From an optimization exercise on the open Yosys and OpenROAD flow, aimed at a short achievable clock period and few clock cycles; shortcuts taken in it are not production practice. Function was checked by simulation only, so behaviour that the tests miss may differ from the original.

==> module rdBit, before the edit <==
module rdBit (
    input  logic [15:0] sel,
    input  logic [15:0] d,
    output logic        q
);
    logic [7:0] t;
    logic [1:0] h;
    for (genvar k = 0; k < 8; k++) begin : g_t
        aoi22c u_t (.a1(sel[2*k]), .a2(d[2*k]), .b1(sel[2*k+1]), .b2(d[2*k+1]), .y(t[k]));
    end
    nand4c u_h0 (.a(t[0]), .b(t[1]), .c(t[2]), .d(t[3]), .y(h[0]));
    nand4c u_h1 (.a(t[4]), .b(t[5]), .c(t[6]), .d(t[7]), .y(h[1]));
    or2c   u_q  (.a(h[0]), .b(h[1]), .y(q));
endmodule
==> module aoi22c, before the edit <==
module aoi22c (input logic a1, input logic a2, input logic b1, input logic b2, output logic y);
    assign y = ~((a1 & a2) | (b1 & b2));
endmodule
==> module or2c, before the edit <==
module or2c (input logic a, input logic b, output logic y);
    assign y = a | b;
endmodule
==> module cpuTop, before the edit <==
module cpuTop #(
    parameter logic [DataWidth-1:0] resetPc = '0
) (
    input  logic                    clk,
    input  logic                    rst,
    output logic [DataWidth-1:0]    pc,
    output logic                    instrReq,
    input  cpuPkg::instrWord                instr,
    output logic                    regWrEn,
    output logic [RegAddrWidth-1:0] regWrAddr,
    output logic [DataWidth-1:0]    regWrData
);
    logic [15:0] pcR;
    logic        reqR;
    logic [15:0] regs [16];
    logic        eWr;         
    logic        eBr;         
    logic        eBne;
    logic [3:0]  eRa;
    logic [15:0] opA, opB;        
    logic [3:0]  eShamt;
    logic [3:0]  eOff;
    logic        eSub, eArith, eNand, eOr, eSll, eSrl, eSra;
    logic        wrEnR;
    logic [3:0]  wrAddrR;
    logic [15:0] wrDataR;
    logic [15:0] wbData;
    logic [15:0] wSel;
    assign pc        = pcR;
    assign instrReq  = reqR;
    assign regWrEn   = wrEnR;
    assign regWrAddr = wrAddrR;
    assign regWrData = wrDataR;
    logic [15:0] iw;
    logic [3:0]  op, fa, fb, fc;
    assign iw = instr;
    assign op = iw[15:12];
    assign fa = iw[11:8];
    assign fb = iw[7:4];
    assign fc = iw[3:0];
    logic isR, isImm, isShift, isBr, isWr;
    logic dSub, dArith, dNand, dOr, dSll, dSrl, dSra;
    always_comb begin
        isR = 1'b0; isImm = 1'b0; isShift = 1'b0; isBr = 1'b0;
        dSub = 1'b0; dArith = 1'b0; dNand = 1'b0; dOr = 1'b0;
        dSll = 1'b0; dSrl = 1'b0; dSra = 1'b0;
        case (op)
            OpAdd:   begin isR = 1'b1;   dArith = 1'b1; end
            OpSub:   begin isR = 1'b1;   dArith = 1'b1; dSub = 1'b1; end
            OpNand:  begin isR = 1'b1;   dNand = 1'b1; end
            OpOr:    begin isR = 1'b1;   dOr   = 1'b1; end
            OpAddi:  begin isImm = 1'b1; dArith = 1'b1; end
            OpAddiu: begin isImm = 1'b1; dArith = 1'b1; end
            OpSubi:  begin isImm = 1'b1; dArith = 1'b1; dSub = 1'b1; end
            OpOri:   begin isImm = 1'b1; dOr   = 1'b1; end
            OpNandi: begin isImm = 1'b1; dNand = 1'b1; end
            OpShift: begin
                case (fc)
                    ShiftLeft:       begin isShift = 1'b1; dSll = 1'b1; end
                    ShiftRightLogic: begin isShift = 1'b1; dSrl = 1'b1; end
                    ShiftRightArith: begin isShift = 1'b1; dSra = 1'b1; end
                    default: ;
                endcase
            end
            OpBeq, OpBne: isBr = 1'b1;
            default: ;
        endcase
        isWr = isR | isImm | isShift;
    end
    logic [255:0] regsFlat;
    logic [15:0]  selA, selB, selC;
    logic [15:0]  rdA, rdB, rdC;
    assign regsFlat[15:0] = '0;
    for (genvar j = 1; j < 16; j++) begin : g_flat
        assign regsFlat[16*j +: 16] = wSel[j] ? wbData : regs[j];
    end
    always_comb begin
        for (int j = 0; j < 16; j++) begin
            selA[j] = (fa == j[3:0]);
            selB[j] = (fb == j[3:0]);
            selC[j] = (fc == j[3:0]);
        end
    end
    regRead u_rda (.regsFlat(regsFlat), .sel(selA), .rd(rdA));
    regRead u_rdb (.regsFlat(regsFlat), .sel(selB), .rd(rdB));
    regRead u_rdc (.regsFlat(regsFlat), .sel(selC), .rd(rdC));
    logic eNz, f1a, f1b, f1c;
    assign eNz = eWr && (eRa != 4'd0);
    assign f1a = eNz && (fa == eRa);
    assign f1b = eNz && (fb == eRa);
    assign f1c = eNz && (fc == eRa);
    logic        fwdA, fwdB;
    logic [15:0] immVal, opAD, opBD;
    assign fwdA   = isR ? f1b : f1a;
    assign fwdB   = (isR && f1c) || (isBr && f1b);
    assign immVal = {{8{iw[7] & (op != OpAddiu)}}, iw[7:0]};
    opSel u_opa (
        .sW (fwdA), .sX (isR && !fwdA), .sY (!isR && !fwdA),
        .w  (res),  .x  (rdB),          .y  (rdA),
        .q  (opAD)
    );
    opSel4 u_opb (
        .sW (fwdB), .sX (isR && !fwdB), .sY (isBr && !fwdB), .sZ (!isR && !isBr && !fwdB),
        .w  (res),  .x  (rdC),          .y  (rdB),           .z  (immVal),
        .q  (opBD)
    );
    logic [15:0] pcD;
    logic        reqD, brWaitD;
    pcUnit #(
        .resetPc (resetPc)
    ) u_pc (
        .rst       (rst),
        .pcR       (pcR),
        .reqR      (reqR),
        .iw        (iw),
        .eBr       (eBr),
        .eBne      (eBne),
        .eOff      (eOff),
        .opA       (opA),
        .opB       (opB),
        .pcD       (pcD),
        .reqD      (reqD),
        .brWaitD   (brWaitD)
    );
    logic [15:0] res;
    aluUnit u_alu (
        .opA    (opA),
        .opB    (opB),
        .eSub   (eSub),
        .eArith (eArith),
        .eNand  (eNand),
        .eOr    (eOr),
        .eSll   (eSll),
        .eSrl   (eSrl),
        .eSra   (eSra),
        .eShamt (eShamt),
        .res    (res)
    );
    always_ff @(posedge clk) begin
        pcR  <= pcD;
        reqR <= reqD;
        eBr  <= brWaitD;
        if (rst) begin
            eWr     <= 1'b0;
            wrEnR   <= 1'b0;
        end else begin
            eWr   <= reqR && isWr;
            wrEnR <= eWr;
        end
    end
    always_ff @(posedge clk) begin
        for (int j = 0; j < 16; j++) begin
            wSel[j] <= !rst && eWr && (j != 0) && (eRa == j[3:0]);
        end
    end
    always_ff @(posedge clk) begin
        eRa     <= fa;
        eBne    <= op[0];
        eShamt  <= fb;
        eOff    <= fc;
        eSub    <= dSub;
        eArith  <= dArith;
        eNand   <= dNand;
        eOr     <= dOr;
        eSll    <= dSll;
        eSrl    <= dSrl;
        eSra    <= dSra;
        opA     <= opAD;
        opB     <= opBD;
        wrAddrR <= eRa;
        wrDataR <= res;
        if (eWr) begin
            wbData <= res;
        end
    end
    assign regs[0] = '0;
    for (genvar j = 1; j < 16; j++) begin : g_rf
        always_ff @(posedge clk) begin
            if (rst) begin
                regs[j] <= '0;
            end else if (wSel[j]) begin
                regs[j] <= wbData;
            end
        end
    end
endmodule
Settings: LEC_CHECK=0, CAP_MARGIN=20, CORE_MARGIN=2, CORE_UTILIZATION=40, PLACE_DENSITY=0.6, SLEW_MARGIN=20, SYNTH_HIERARCHICAL=1, SYNTH_MINIMUM_KEEP_SIZE=0; clock period 8.0 ns.
standard.sh (not shown) runs the stock make flow with config.mk's settings and CLKGATE_MAP_FILE= SYNTH_SCRIPT=/design/flow/synth_recipe.tcl, a recipe that flattens the netlist after the stock synthesis.
==> flow/flow/run.sh <==
#!/bin/bash
# The standard layout (standard.sh) with these changes:
#  - no full-adder extraction in synthesis (ADDER_MAP_FILE empty), so the
#    hand-built prefix adders keep their structure;
#  - timing repair may swap cells across footprints (MATCH_CELL_FOOTPRINT 0);
#  - timing repair aims at a setup margin of 5.5 ns;
#  - ports are buffered with buf_8 cells.
# make's full output goes to make_finish.log; ORFS's per-step logs stay under orfs/logs.
set -euo pipefail
bash standard.sh ADDER_MAP_FILE= MATCH_CELL_FOOTPRINT=0 SETUP_SLACK_MARGIN=5.5 \
    "BUFFER_PORTS_ARGS=-buffer_cell sky130_fd_sc_hd__buf_8" finish > make_finish.log 2>&1
Testbench counts at the start, summed over its fixed seeds: cycles 25,372.
Edit:
--- a/flow/design.v
+++ b/flow/design.v
@@ -48,24 +48,11 @@
 module rdBit (
     input  logic [15:0] sel,
     input  logic [15:0] d,
     output logic        q
 );
-    logic [7:0] t;
-    logic [1:0] h;
-    for (genvar k = 0; k < 8; k++) begin : g_t
-        aoi22c u_t (.a1(sel[2*k]), .a2(d[2*k]), .b1(sel[2*k+1]), .b2(d[2*k+1]), .y(t[k]));
-    end
-    nand4c u_h0 (.a(t[0]), .b(t[1]), .c(t[2]), .d(t[3]), .y(h[0]));
-    nand4c u_h1 (.a(t[4]), .b(t[5]), .c(t[6]), .d(t[7]), .y(h[1]));
-    or2c   u_q  (.a(h[0]), .b(h[1]), .y(q));
-endmodule
-module aoi22c (input logic a1, input logic a2, input logic b1, input logic b2, output logic y);
-    assign y = ~((a1 & a2) | (b1 & b2));
-endmodule
-module or2c (input logic a, input logic b, output logic y);
-    assign y = a | b;
+    assign q = |(sel & d);
 endmodule
 module opBit (
     input  logic sW,
     input  logic sX,
     input  logic sY,
@@ -346,12 +333,10 @@
     logic [3:0]  eOff;
     logic        eSub, eArith, eNand, eOr, eSll, eSrl, eSra;
     logic        wrEnR;
     logic [3:0]  wrAddrR;
     logic [15:0] wrDataR;
-    logic [15:0] wbData;
-    logic [15:0] wSel;
     assign pc        = pcR;
     assign instrReq  = reqR;
     assign regWrEn   = wrEnR;
     assign regWrAddr = wrAddrR;
     assign regWrData = wrDataR;
@@ -389,16 +374,18 @@
             OpBeq, OpBne: isBr = 1'b1;
             default: ;
         endcase
         isWr = isR | isImm | isShift;
     end
+    logic         wNz;
     logic [255:0] regsFlat;
     logic [15:0]  selA, selB, selC;
     logic [15:0]  rdA, rdB, rdC;
+    assign wNz = wrEnR && (wrAddrR != 4'd0);
     assign regsFlat[15:0] = '0;
     for (genvar j = 1; j < 16; j++) begin : g_flat
-        assign regsFlat[16*j +: 16] = wSel[j] ? wbData : regs[j];
+        assign regsFlat[16*j +: 16] = (wNz && wrAddrR == j[3:0]) ? wrDataR : regs[j];
     end
     always_comb begin
         for (int j = 0; j < 16; j++) begin
             selA[j] = (fa == j[3:0]);
             selB[j] = (fb == j[3:0]);
@@ -471,15 +458,10 @@
             eWr   <= reqR && isWr;
             wrEnR <= eWr;
         end
     end
     always_ff @(posedge clk) begin
-        for (int j = 0; j < 16; j++) begin
-            wSel[j] <= !rst && eWr && (j != 0) && (eRa == j[3:0]);
-        end
-    end
-    always_ff @(posedge clk) begin
         eRa     <= fa;
         eBne    <= op[0];
         eShamt  <= fb;
         eOff    <= fc;
         eSub    <= dSub;
@@ -491,20 +473,17 @@
         eSra    <= dSra;
         opA     <= opAD;
         opB     <= opBD;
         wrAddrR <= eRa;
         wrDataR <= res;
-        if (eWr) begin
-            wbData <= res;
-        end
     end
     assign regs[0] = '0;
     for (genvar j = 1; j < 16; j++) begin : g_rf
         always_ff @(posedge clk) begin
             if (rst) begin
                 regs[j] <= '0;
-            end else if (wSel[j]) begin
-                regs[j] <= wbData;
+            end else if (wrEnR && (wrAddrR == j[3:0])) begin
+                regs[j] <= wrDataR;
             end
         end
     end
 endmodule
=>
- sequential share of layout area is lower by 1.3 points
- worst hold slack degrades by 0.16 ns
- critical path depth fell by 1
- routed wire length went down by 5.4%
- design area is lower by 4.3%
- register-to-register slack degrades by 0.03 ns
- global-route usage is lower by 0.19 points
- cell count drops by 4.1%
Testbench counts after the change, summed over its fixed seeds: cycles 25,372.

[port drivers added, routing unchanged]
In the flow no input, the clock included, has a driving cell. The finished layouts below were timed again as built, in two steps.
Step 1: set_driving_cell puts a clkbuf_16 on clk and a buf_2 on each other input, an assumption about the parent block.
Step 2, shift: input delay + t, output delay - t, t = (earliest + latest rising clock arrival at the registers) / 2. This alone moves slack from input paths to output paths.
Slacks: ideal ports / drivers / drivers and shift; pairs: ideal ports / drivers.
run	shift t [ns]	slack for setup (ns)	clock arrival spread, ns
the first run	0.644	5.210 / 5.020 / 4.376	0.021 / 0.020
the second run	0.645	5.211 / 5.109 / 4.465	0.025 / 0.025
After both steps setup and hold are still met in every run listed. For the first run, which loses most, drivers alone change the setup slack by -0.190 ns; drivers and shift together by -0.834 ns.
